This is an optimization exercise on Yosys and OpenROAD, whose aim is small area and a short achievable clock period, not a production implementation. RTL that was checked went through simulation tests only; none was proved equivalent to the original. Power figures rest on the tool's default switching activity, not on a simulated workload.

==> inputs of v33 <==
==> flow/design.v <==
package bbox_pkg;
    localparam int COORD_W = 24;
    localparam int RADIX = 10;
    localparam int MSAA_SHIFT = RADIX - 3;
    localparam int NUM_VERTS = 3;
    typedef logic signed [COORD_W-1:0] coord_t;
    typedef logic [3:0] msaa_t;
endpackage
module bbox_extent (
    input  logic [3*bbox_pkg::COORD_W-1:0] x,         
    output logic [2:0]                     min_sel,
    output logic [2:0]                     max_sel
);
    localparam int W = bbox_pkg::COORD_W;
    logic signed [W-1:0] x0, x1, x2;
    logic                l01, l02, l12;
    assign x0 = x[0*W +: W];
    assign x1 = x[1*W +: W];
    assign x2 = x[2*W +: W];
    assign l01 = x0 < x1;
    assign l02 = x0 < x2;
    assign l12 = x1 < x2;
    assign min_sel[0] = l01 & l02;
    assign min_sel[1] = ~min_sel[0] & l12;
    assign min_sel[2] = ~min_sel[0] & ~l12;
    assign max_sel[0] = ~l01 & ~l02;
    assign max_sel[1] = ~max_sel[0] & ~l12;
    assign max_sel[2] = ~max_sel[0] & l12;
endmodule
module bbox_snap (
    input  logic [3:0] msaa,
    output logic [2:0] keep     
);
    assign keep = 3'd0 - msaa[2:0];
endmodule
module bbox_clip (
    input  logic [3*bbox_pkg::COORD_W-1:0] x,         
    input  logic [2:0]                     min_sel,
    input  logic [2:0]                     max_sel,
    input  logic [2:0]                     keep,
    input  logic [bbox_pkg::COORD_W-2:0]   lim,       
    output logic [bbox_pkg::COORD_W-2:0]   hi,        
    output logic [2:0]                     lo_sel,    
    output logic                           on_screen
);
    localparam int W = bbox_pkg::COORD_W;
    logic signed [W-1:0] f   [3];
    logic        [2:0]   gt;
    logic                min_gt, max_gt, min_neg, max_neg;
    logic        [W-2:0] fmax;
    always_comb begin
        for (int v = 0; v < 3; v++) begin
            f[v]  = {x[v*W+10 +: W-10], x[v*W+7 +: 3] & keep, 7'b0};
            gt[v] = f[v] > $signed({1'b0, lim});
        end
    end
    assign min_gt  = |(min_sel & gt);
    assign max_gt  = |(max_sel & gt);
    assign min_neg = |(min_sel & {x[3*W-1], x[2*W-1], x[W-1]});
    assign max_neg = |(max_sel & {x[3*W-1], x[2*W-1], x[W-1]});
    always_comb begin
        fmax = '0;
        for (int v = 0; v < 3; v++) begin
            if (max_sel[v]) fmax = fmax | f[v][W-2:0];
        end
    end
    assign hi        = max_gt ? lim : fmax;
    assign lo_sel    = min_neg ? 3'b000 : min_sel;
    assign on_screen = ~min_gt & ~max_neg;
endmodule
module bbox_pipe #(
    parameter int DW = 1
) (
    input  logic          clk,
    input  logic          rst_n,
    input  logic          stall,
    input  logic          valid_d,
    input  logic [DW-1:0] data_d,
    output logic          valid_q,
    output logic [DW-1:0] data_q
);
    always_ff @(posedge clk) begin
        if (!rst_n) begin
            valid_q <= 1'b0;
        end else if (!stall) begin
            valid_q <= valid_d;
        end
    end
    always_ff @(posedge clk) begin
        if (!stall) begin
            data_q <= data_d;
        end
    end
endmodule
module bbox_top (
    input  logic          clk,
    input  logic          rst_n,
    input  logic [143:0]  tri_in,
    input  logic          tri_valid,
    input  logic          stall,
    input  logic [47:0]   screen,
    input  logic [3:0]    msaa,
    output logic [143:0]  tri_out,
    output logic [95:0]   box,
    output logic          box_valid
);
    localparam int W = bbox_pkg::COORD_W;
    logic [2:0]   keep_in;
    logic         v0;
    logic [143:0] t0;
    logic [45:0]  s0;
    logic [2:0]   k0;
    bbox_snap u_snap (
        .msaa (msaa),
        .keep (keep_in)
    );
    bbox_pipe #(.DW(144 + 46 + 3)) u_s0 (
        .clk     (clk),
        .rst_n   (rst_n),
        .stall   (stall),
        .valid_d (tri_valid & ~screen[W-1] & ~screen[2*W-1]),
        .data_d  ({tri_in, screen[W +: W-1], screen[0 +: W-1], keep_in}),
        .valid_q (v0),
        .data_q  ({t0, s0, k0})
    );
    logic [1:0]   on_screen;
    logic [45:0]  hi_d;
    logic [5:0]   lo_sel_d;
    for (genvar a = 0; a < 2; a++) begin : g_axis
        logic [3*W-1:0] x;
        logic [2:0]     min_sel, max_sel;
        assign x = {t0[(4+a)*W +: W], t0[(2+a)*W +: W], t0[a*W +: W]};
        bbox_extent u_extent (
            .x       (x),
            .min_sel (min_sel),
            .max_sel (max_sel)
        );
        bbox_clip u_clip (
            .x         (x),
            .min_sel   (min_sel),
            .max_sel   (max_sel),
            .keep      (k0),
            .lim       (s0[a*(W-1) +: W-1]),
            .hi        (hi_d[a*(W-1) +: W-1]),
            .lo_sel    (lo_sel_d[a*3 +: 3]),
            .on_screen (on_screen[a])
        );
    end
    localparam int DW = 144 + 46 + 6 + 3;
    logic          v1, v2;
    logic [DW-1:0] d1, d2;
    bbox_pipe #(.DW(DW)) u_s1 (
        .clk     (clk),
        .rst_n   (rst_n),
        .stall   (stall),
        .valid_d (v0 & (&on_screen)),
        .data_d  ({t0, hi_d, lo_sel_d, k0}),
        .valid_q (v1),
        .data_q  (d1)
    );
    bbox_pipe #(.DW(DW)) u_s2 (
        .clk     (clk),
        .rst_n   (rst_n),
        .stall   (stall),
        .valid_d (v1),
        .data_d  (d1),
        .valid_q (v2),
        .data_q  (d2)
    );
    logic [143:0] t2;
    logic [45:0]  hi2;
    logic [5:0]   ls2;
    logic [2:0]   k2;
    assign {t2, hi2, ls2, k2} = d2;
    assign tri_out   = t2;
    assign box_valid = v2;
    for (genvar a = 0; a < 2; a++) begin : g_out
        logic [W-1:0] lo;
        always_comb begin
            lo = '0;
            for (int v = 0; v < 3; v++) begin
                if (ls2[a*3 + v]) lo = lo | t2[(v*2+a)*W +: W];
            end
        end
        assign box[a*W +: W]     = {1'b0, lo[W-2:10], lo[9:7] & k2, 7'b0};
        assign box[(2+a)*W +: W] = {1'b0, hi2[a*(W-1) +: W-1]};
    end
endmodule
==> flow/run.sh <==
#!/bin/bash
# synth_recipe.tcl (not shown) runs the flow's synth.tcl, then flattens the netlist and writes it again
# the make line also repeats each setting of config.mk as NAME=value (left out here)
make -C /OpenROAD-flow-scripts/flow DESIGN_CONFIG=/design/flow/config.mk WORK_HOME=/design/flow/orfs CLKGATE_MAP_FILE= SYNTH_SCRIPT=/design/flow/synth_recipe.tcl finish
==> flow/config.mk <==
export PLATFORM = sky130hd
export DESIGN_NAME = bbox_top
export DESIGN_NICKNAME = bbox_top
export VERILOG_FILES = /design/flow/design.v
export SDC_FILE = /design/flow/constraint.sdc
export NUM_CORES = 4
export LEC_CHECK = 0
export CAP_MARGIN = 20
export CORE_MARGIN = 2
export CORE_UTILIZATION = 60
export CTS_BUF_LIST = sky130_fd_sc_hd__clkbuf_4 sky130_fd_sc_hd__clkbuf_8
export SLEW_MARGIN = 20
==> flow/constraint.sdc <==
create_clock -name core_clock -period 7.5 [get_ports {clk}]
set_input_delay 1.5000 -clock core_clock [delete_from_list [all_inputs] [get_ports {clk}]]
set_output_delay 1.5000 -clock core_clock [all_outputs]
set_load 0.01 [all_outputs]
==> v9: changes against v33 <==
--- a/flow/design.v
+++ b/flow/design.v
@@ -49,8 +49,10 @@
     logic                min_gt, max_gt, min_neg, max_neg;
     logic        [W-2:0] fmax;
+    logic signed [W-1:0] lim_s;
+    assign lim_s = {1'b0, lim};
     always_comb begin
         for (int v = 0; v < 3; v++) begin
             f[v]  = {x[v*W+10 +: W-10], x[v*W+7 +: 3] & keep, 7'b0};
-            gt[v] = f[v] > $signed({1'b0, lim});
+            gt[v] = f[v] > lim_s;
         end
     end
- CORE_UTILIZATION: 60 -> 40
- CTS_BUF_LIST: sky130_fd_sc_hd__clkbuf_4 sky130_fd_sc_hd__clkbuf_8 -> unset
==> v13: changes against v33 <==
--- a/flow/design.v
+++ b/flow/design.v
@@ -6,4 +6,16 @@
     typedef logic signed [COORD_W-1:0] coord_t;
     typedef logic [3:0] msaa_t;
+    function automatic logic less24(input logic [23:0] a, input logic [23:0] b);
+        logic [23:0] lt, gt;
+        lt = ~a & b;
+        gt = a & ~b;
+        for (int step = 1; step < 24; step = step * 2) begin
+            for (int i = 0; i + step < 24; i = i + 2 * step) begin
+                lt[i] = lt[i+step] | (~gt[i+step] & lt[i]);
+                gt[i] = gt[i+step] | (~lt[i+step] & gt[i]);
+            end
+        end
+        less24 = lt[0];
+    endfunction
 endpackage
 module bbox_extent (
@@ -13,12 +25,12 @@
 );
     localparam int W = bbox_pkg::COORD_W;
-    logic signed [W-1:0] x0, x1, x2;
-    logic                l01, l02, l12;
-    assign x0 = x[0*W +: W];
-    assign x1 = x[1*W +: W];
-    assign x2 = x[2*W +: W];
-    assign l01 = x0 < x1;
-    assign l02 = x0 < x2;
-    assign l12 = x1 < x2;
+    logic [W-1:0] x0, x1, x2;
+    logic         l01, l02, l12;
+    assign x0 = x[0*W +: W] ^ {1'b1, {(W-1){1'b0}}};
+    assign x1 = x[1*W +: W] ^ {1'b1, {(W-1){1'b0}}};
+    assign x2 = x[2*W +: W] ^ {1'b1, {(W-1){1'b0}}};
+    assign l01 = bbox_pkg::less24(x0, x1);
+    assign l02 = bbox_pkg::less24(x0, x2);
+    assign l12 = bbox_pkg::less24(x1, x2);
     assign min_sel[0] = l01 & l02;
     assign min_sel[1] = ~min_sel[0] & l12;
@@ -52,5 +64,5 @@
         for (int v = 0; v < 3; v++) begin
             f[v]  = {x[v*W+10 +: W-10], x[v*W+7 +: 3] & keep, 7'b0};
-            gt[v] = f[v] > $signed({1'b0, lim});
+            gt[v] = ~x[v*W+W-1] & bbox_pkg::less24({8'b0, lim[W-2:7]}, {8'b0, f[v][W-2:7]});
         end
     end
==> flow/flow/run.sh (new file) <==
#!/bin/bash
cp standard.sh standard_sh.txt
export BUFFER_PORTS_ARGS="-buffer_cell sky130_fd_sc_hd__buf_1"
export CTS_ARGS="-sink_clustering_enable -repair_clock_nets -dont_use_dummy_load -buf_list {sky130_fd_sc_hd__clkbuf_4 sky130_fd_sc_hd__clkbuf_8 sky130_fd_sc_hd__clkbuf_16}"
bash standard.sh > standard.log 2>&1
==> flow/standard.sh (new file) <==
#!/bin/bash
# synth_recipe.tcl (not shown) runs the flow's synth.tcl, then flattens the netlist and writes it again
# the make line also repeats each setting of config.mk as NAME=value (left out here)
make -C /OpenROAD-flow-scripts/flow DESIGN_CONFIG=/design/flow/config.mk WORK_HOME=/design/flow/orfs CLKGATE_MAP_FILE= SYNTH_SCRIPT=/design/flow/synth_recipe.tcl "${@:-finish}"
- ABC_CLOCK_PERIOD_IN_PS: unset -> 2500
- CORE_UTILIZATION: 60 -> 40
- CTS_BUF_LIST: sky130_fd_sc_hd__clkbuf_4 sky130_fd_sc_hd__clkbuf_8 -> unset
removed: flow/run.sh
==> comparison table <==
Minimum setup slack after placement: v13 2.97 ns; v33 3.08 ns; v9 3.02 ns
Register share of the cell area: v13 62.6%; v33 55.2%; v9 54.0%
Final-stage net count: v13 2,262; v33 2,561; v9 2,534
Outcome: v13 finished clean; v33 finished clean; v9 finished clean
Setup slack of the most critical reg-to-reg path: v13 3.27 ns; v33 2.99 ns; v9 2.96 ns
Post-route clock period utilization: v13 56.4%; v33 60.1%; v9 60.5%
Global routing usage on met3: v13 3.83%; v33 8.11%; v9 4.86%
Critical Path Sink: v13 u_s1.data_q[51]; v33 u_s1.data_q[31]; v9 u_s1.data_q[31]
DR vias: v13 15,300; v33 15,500; v9 15,200
Finished layout cell area: v13 28,400 um^2; v33 32,300 um^2; v9 33,000 um^2
IR drop worst, VDD: v13 162 uV; v33 231 uV; v9 200 uV
Path length in cells of the critical path: v13 12; v33 10; v9 10
Multi-input gate share of the layout cell area: v13 20.5%; v33 21.7%; v9 21.2%
Only the layout flow was run in v33 and v13; the RTL was not checked for function there.

[afterwards: timing with drivers on the ports]
How much do the figures lean on ideal ports? The routed layouts below were timed once more, with nothing changed but the port constraints.
Step 1 sets driving cells, clkbuf_16 on the clock port and buf_2 on the other inputs (assumed; they add their load-dependent delay and slew).
Step 2 adds t to the input delays and takes it off the output delays; t is the mean of the earliest and latest rising clock arrival at the registers after step 1. Input paths then give back, and output paths get back, about the clock's delay inside the block.
Three values: ideal, step 1, step 2; two values: the first two.
run | t (ns) | setup slack, ns | hold slack, ns | worst slew at a driven data input, ns
v33 | 0.724 | 2.994 / 2.994 / 2.994 | 0.396 / 0.396 / 0.396 | 0.09
v9 | 0.647 | 2.965 / 2.965 / 2.965 | 0.405 / 0.405 / 0.405 | 0.10
v13 | 0.645 | 3.271 / 3.271 / 3.271 | 0.399 / 0.399 / 0.399 | 0.14
After both steps setup and hold are still met in every run listed.
